From an optimization exercise on the open Yosys and OpenROAD flow, aimed at small area; shortcuts taken in it are not production practice.
In this exercise RTL edits were held to simulation tests only and were not proved equivalent to the original.
Power and IR drop assume default switching activity.

==> v4 <==
Design decode_stage, start of the top module:
module decode_stage
(
  input  logic      clk_i,
  input  logic      reset_i,
  input  rv64_isa_pkg::xlen_t     pc_i,
  input  rv64_isa_pkg::inst_t     inst_i,
  input  logic      predict_taken_i,
  input  rv64_isa_pkg::xlen_t     rs1_data_i,
  input  rv64_isa_pkg::xlen_t     rs2_data_i,
  input  rv64_isa_pkg::xlen_t     ex_data_i,
  input  rv64_isa_pkg::xlen_t     mem_data_i,
  input  rv64_isa_pkg::xlen_t     wb_data_i,
  input  rv64_isa_pkg::xlen_t     load_data_i,
  input  exec_ctrl_pkg::fwd_sel_t  rs1_fwd_sel_i,
  input  exec_ctrl_pkg::fwd_sel_t  rs2_fwd_sel_i,
  input  logic      rs1_load_fwd_i,
  input  logic      rs2_load_fwd_i,
  output rv64_isa_pkg::reg_addr_t rs1_addr_o,
  output rv64_isa_pkg::reg_addr_t rs2_addr_o,
  output logic      rs1_r_en_o,
  output logic      rs2_r_en_o,
  output logic      redirect_o,
  output rv64_isa_pkg::xlen_t     redirect_pc_o,
  output exec_ctrl_pkg::alu_op_t   ex_alu_op_o,
  output exec_ctrl_pkg::alu_sel_t  ex_alu_sel_o,
  output rv64_isa_pkg::xlen_t     ex_rs1_data_o,
  output rv64_isa_pkg::xlen_t     ex_rs2_data_o,
  output rv64_isa_pkg::xlen_t     ex_pc_o,
  output rv64_isa_pkg::reg_addr_t ex_wb_addr_o,
  output logic      ex_wb_en_o,
  output logic      ex_mem_r_en_o,
  output logic      ex_mem_w_en_o,
  output exec_ctrl_pkg::mem_mask_t ex_mem_mask_o,
  output logic      ex_mem_signed_o,
  output rv64_isa_pkg::xlen_t     ex_store_data_o
);
clock: 12.0 ns
lec_check: 0
cap_margin: 20
core_area: 5 5 295 295
die_area: 0 0 300 300
slew_margin: 20
synth_hierarchical: 1
synth_minimum_keep_size: 0
standard.sh (not shown) runs the stock make flow with config.mk's settings and CLKGATE_MAP_FILE= SYNTH_SCRIPT=/design/flow/synth_recipe.tcl, a recipe that flattens the netlist after the stock synthesis.
==> flow/flow/run.sh <==
#!/bin/bash
# Standard layout (the standard.sh, standard synthesis unchanged) with:
#  - port buffers made from the smallest buffer cell,
#  - a clock tree of smaller clock buffers without dummy loads,
#  - gates off the critical paths downsized after the resize step's
#    repair_design, followed by another repair_design.
set -e -o pipefail
export BUFFER_PORTS_ARGS="-buffer_cell sky130_fd_sc_hd__buf_1"
export CTS_ARGS="-sink_clustering_enable -repair_clock_nets -dont_use_dummy_load -sink_clustering_size 8 -sink_clustering_max_diameter 40 -buf_list {sky130_fd_sc_hd__clkbuf_2 sky130_fd_sc_hd__clkbuf_4}"
export GPL_KEEP_OVERFLOW=0
export POST_RESIZE_TCL=$PWD/flow/post_resize.tcl
bash standard.sh > standard.log 2>&1
==> flow/flow/post_resize.tcl <==
# After the resize step's repair_design: downsize gates with timing slack
# (same footprint only), then repair any slew or capacitance this leaves.
estimate_parasitics -placement
report_design_area
report_wns
repair_timing -recover_power 100 -match_cell_footprint -verbose
report_design_area
repair_design -cap_margin 20 -slew_margin 20 -match_cell_footprint -verbose
report_design_area
report_wns
==> v13 (differences from v4) <==
==> flow/flow/run.sh (replaced) <==
#!/bin/bash
# Standard layout (the standard.sh, standard synthesis unchanged) with:
#  - port buffers made from the smallest buffer cell,
#  - a clock tree of smaller clock buffers without dummy loads,
#  - gates off the critical paths downsized after global placement, before
#    the standard repair_design of the resize step.
set -e -o pipefail
export BUFFER_PORTS_ARGS="-buffer_cell sky130_fd_sc_hd__buf_1"
export CTS_ARGS="-sink_clustering_enable -repair_clock_nets -dont_use_dummy_load -sink_clustering_size 8 -sink_clustering_max_diameter 40 -buf_list {sky130_fd_sc_hd__clkbuf_2 sky130_fd_sc_hd__clkbuf_4}"
export GPL_KEEP_OVERFLOW=0
export PLACE_PINS_ARGS="-min_distance 1 -min_distance_in_tracks"
export PRE_RESIZE_TCL=$PWD/flow/pre_resize.tcl
bash standard.sh > standard.log 2>&1
==> flow/flow/pre_resize.tcl (new file) <==
# Downsize gates with timing slack (same footprint only); repair_design in
# the resize step then fixes any slew or capacitance this leaves.
estimate_parasitics -placement
set_dont_use $::env(DONT_USE_CELLS)
report_design_area
repair_timing -recover_power 100 -match_cell_footprint -verbose
report_design_area
report_wns
CORE_AREA = 5 5 215 215   (was 5 5 295 295)
DIE_AREA = 0 0 220 220   (was 0 0 300 300)
removed: flow/flow/post_resize.tcl
==> v28 (differences from v4) <==
==> flow/flow/run.sh (replaced) <==
#!/bin/bash
# Standard layout (the standard.sh, standard synthesis unchanged) with:
#  - port buffers made from the smallest buffer cell,
#  - a clock tree of smaller clock buffers without dummy loads,
#  - gates off the critical paths downsized after the resize step's
#    repair_design, followed by another repair_design, and again after
#    global routing (ORFS RECOVER_POWER), followed by repair_design.
set -e -o pipefail
export BUFFER_PORTS_ARGS="-buffer_cell sky130_fd_sc_hd__buf_1"
export CTS_ARGS="-sink_clustering_enable -repair_clock_nets -dont_use_dummy_load -sink_clustering_size 8 -sink_clustering_max_diameter 40 -buf_list {sky130_fd_sc_hd__clkbuf_2 sky130_fd_sc_hd__clkbuf_4}"
export GPL_KEEP_OVERFLOW=0
export POST_RESIZE_TCL=$PWD/flow/post_resize.tcl
export RECOVER_POWER=100
export POST_GLOBAL_ROUTE_TCL=$PWD/flow/post_grt.tcl
bash standard.sh > standard.log 2>&1
==> flow/flow/post_grt.tcl (new file) <==
# After global routing's power recovery (RECOVER_POWER): repair any slew or
# capacitance violation the downsizing left, legalize and reroute.
global_route -start_incremental
repair_design -cap_margin 20 -slew_margin 20 -match_cell_footprint -verbose
detailed_placement
global_route -end_incremental
estimate_parasitics -global_routing
report_design_area
report_wns
report_check_types -max_slew -max_capacitance
==> v2 (differences from v4) <==
==> flow/flow/run.sh (replaced) <==
#!/bin/bash
# Standard layout (the standard.sh, standard synthesis unchanged) with:
#  - port buffers made from the smallest buffer cell,
#  - a clock tree of smaller clock buffers without dummy loads,
#  - gates off the critical paths downsized after global placement, before
#    the standard repair_design of the resize step.
set -e -o pipefail
export BUFFER_PORTS_ARGS="-buffer_cell sky130_fd_sc_hd__buf_1"
export CTS_ARGS="-sink_clustering_enable -repair_clock_nets -dont_use_dummy_load -sink_clustering_size 8 -sink_clustering_max_diameter 40 -buf_list {sky130_fd_sc_hd__clkbuf_2 sky130_fd_sc_hd__clkbuf_4}"
export GPL_KEEP_OVERFLOW=0
export PRE_RESIZE_TCL=$PWD/flow/pre_resize.tcl
bash standard.sh > standard.log 2>&1
==> flow/flow/pre_resize.tcl (new file) <==
# Downsize gates with timing slack (same footprint only); repair_design in
# the resize step then fixes any slew or capacitance this leaves.
estimate_parasitics -placement
set_dont_use $::env(DONT_USE_CELLS)
report_design_area
repair_timing -recover_power 100 -match_cell_footprint -verbose
report_design_area
report_wns
removed: flow/flow/post_resize.tcl
==> comparison table <==
Run status: v4 finished clean; v28 finished clean; v13 finished clean; v2 finished clean
Fraction of standard cell area in multi-input logic: v4 47.6%; v28 47.6%; v13 49.1%; v2 47.5%
Switching pwr: v4 0.739 mW; v28 0.741 mW; v13 0.694 mW; v2 0.764 mW
Portion of total power attributed to the clock network: v4 27.9%; v28 27.9%; v13 26.0%; v2 29.5%
Count of placed standard cells in the final layout, fillers left out: v4 3,732; v28 3,734; v13 3,230; v2 3,734
Global routing usage summed across all routing layers: v4 20.7%; v28 20.7%; v13 32.3%; v2 20.8%
Buf/Inv on CP: v4 6; v28 6; v13 7; v2 6
CP max-delay cell: v4 sky130_fd_sc_hd__nor3b_4; v28 sky130_fd_sc_hd__nor3b_4; v13 sky130_fd_sc_hd__nor3b_4; v2 sky130_fd_sc_hd__nor4_4
Critical path startpoint: v4 rs1_load_fwd_i; v28 rs1_load_fwd_i; v13 rs2_load_fwd_i; v2 inst_i[0]
Leak pwr: v4 7.42 nW; v28 7.42 nW; v13 7.45 nW; v2 7.47 nW
Final instance area: v4 19,700 sq um; v28 19,700 sq um; v13 19,200 sq um; v2 19,800 sq um
Placement Setup Slack: v4 488 ps; v28 488 ps; v13 1490 ps; v2 756 ps
Row count: v4 106; v28 106; v13 77; v2 106
Power in sequential cells: v4 0.861 mW; v28 0.861 mW; v13 0.843 mW; v2 0.862 mW
Peak clock frequency supported by timing: v4 87.7 MHz; v28 86.1 MHz; v13 94.6 MHz; v2 90.2 MHz
Delay of the slowest cell on the worst path: v4 770 ps; v28 790 ps; v13 740 ps; v2 770 ps
Clock period minus worst slack: v4 11,400 ps; v28 11,610 ps; v13 10,570 ps; v2 11,080 ps
Crit Path Max Fanout: v4 30; v28 30; v13 26; v2 38
Combinational share of power: v4 28.4%; v28 28.4%; v13 29.5%; v2 27.9%
Part of the power in registers: v4 43.7%; v28 43.6%; v13 44.4%; v2 42.6%
Critical path's most frequent cell: v4 sky130_fd_sc_hd__buf_1; v28 -; v13 sky130_fd_sc_hd__buf_8; v2 -
Number of buffers created by CTS: v4 60; v28 60; v13 50; v2 66
Routed len/inst: v4 26.5 um; v28 26.6 um; v13 25.9 um; v2 26.7 um
Area growth from synthesis to layout: v4 40.2%; v28 40.2%; v13 36.4%; v2 40.9%
Clock network share of area: v4 2.28%; v28 2.28%; v13 1.96%; v2 2.50%

---

==> job 3882: inputs <==
Another version of the RTL of decode_stage (not shown whole).
Settings: LEC_CHECK=0, CAP_MARGIN=20, CORE_AREA=5 5 215 215, DIE_AREA=0 0 220 220, SLEW_MARGIN=20; clock period 12.0 ns.
run.sh (not shown) runs the stock make flow with config.mk's settings and CLKGATE_MAP_FILE= SYNTH_SCRIPT=/design/flow/synth_recipe.tcl, a recipe that flattens the netlist after the stock synthesis.
Stock flow here: none of the scripts above is used.
==> job 8062: changes against job 3882 <==
- CORE_AREA: 5 5 215 215 -> 5 5 295 295
- DIE_AREA: 0 0 220 220 -> 0 0 300 300
==> job 4628: changes against job 3882 <==
- CORE_AREA: 5 5 215 215 -> 5 5 295 295
- DIE_AREA: 0 0 220 220 -> 0 0 300 300
- GPL_TIMING_DRIVEN: unset -> 0
==> comparison table <==
Met2 Wirelength: job 8062 64.81 mm; job 4628 68.17 mm; job 3882 -
Global-route wire length before repair: job 8062 172.3 mm; job 4628 180.8 mm; job 3882 -
GR Layer Usage met3: job 8062 6.730%; job 4628 7.654%; job 3882 -
Post-CTS resize count: job 8062 119; job 4628 397; job 3882 -
Final number of setup-violating endpoints: job 8062 0; job 4628 4; job 3882 -
Dpl hpwl: job 8062 110.8 mm; job 4628 116.2 mm; job 3882 -
CTS tree: job 8062 yes; job 4628 yes; job 3882 -
Run status: job 8062 no timing/DRC/antenna violations; job 4628 complete, but fails checks; job 3882 aborted with a tool error
Last stage reached: job 8062 -; job 4628 -; job 3882 I/O pin placement (3_2_place_iop)
Reasons for failing layout checks: job 8062 -; job 4628 setup timing; job 3882 -
Detailed Route Iter0 Violations: job 8062 1435; job 4628 1983; job 3882 -
Relative area of non-clock buffer cells in the final design: job 8062 37.41%; job 4628 33.80%; job 3882 -
Count of maximum capacitance violations: job 8062 0; job 4628 0; job 3882 -
Port Buf Inserts: job 8062 845; job 4628 842; job 3882 -
Part of the total power dissipated in combinational logic: job 8062 34.8%; job 4628 34.3%; job 3882 -
Routability-driven placement congestion ratio: job 8062 1.003; job 4628 0.9572; job 3882 -
Global-route track usage on met2: job 8062 47.88%; job 4628 50.71%; job 3882 -
Number of hold buffers added after cts: job 8062 0; job 4628 0; job 3882 -
Highest-delay cell along the critical path: job 8062 sky130_fd_sc_hd__clkdlybuf4s50_1; job 4628 sky130_fd_sc_hd__mux4_2; job 3882 -
Number of multi-input logic gates: job 8062 1479; job 4628 1479; job 3882 -
Sink Count: job 8062 223; job 4628 223; job 3882 -

==> what the ideal ports hide <==
The results above use ideal ports. As a check the final layouts listed here were re-extracted and re-timed, cells and wires unchanged. Step 1: set_driving_cell puts a clkbuf_16 on clk_i and a buf_2 on each other input, an assumption about the parent block. Step 2 also shifts input and output timing later by t, the mid clock arrival at the registers, as if the neighbouring blocks saw the same clock. a / b / c = no drivers / after step 1 / after step 2; a / b = the first two.
run | shift t [ns] | slack for setup (ns) | worst hold slack (ns) | worst setup path after step 2 | worst slew at a driven data input, ns
v4 | 0.901 | 0.596 / 0.545 / 0.545 | 1.626 / 1.611 / 2.512 | input to output | 0.21
v13 | 0.796 | 1.432 / 1.411 / 1.411 | 1.742 / 1.740 / 2.536 | input to output | 0.12
v28 | 0.903 | 0.390 / 0.343 / 0.343 | 1.622 / 1.606 / 2.509 | input to output | 0.21
v2 | 0.872 | 0.915 / 0.889 / 0.889 | 1.658 / 1.633 / 2.505 | input to output | 0.22
job 8062 | 0.646 | 0.176 / 0.107 / 0.107 | 2.285 / 2.259 / 2.905 | input to output | 0.19
job 4628 | 0.651 | -0.169 / -0.233 / -0.233 | 2.273 / 2.266 / 2.917 | input to output | 0.18
The setup slack of job 8062, which loses most, moves by -0.069 ns with the drivers and by -0.069 ns with both steps.
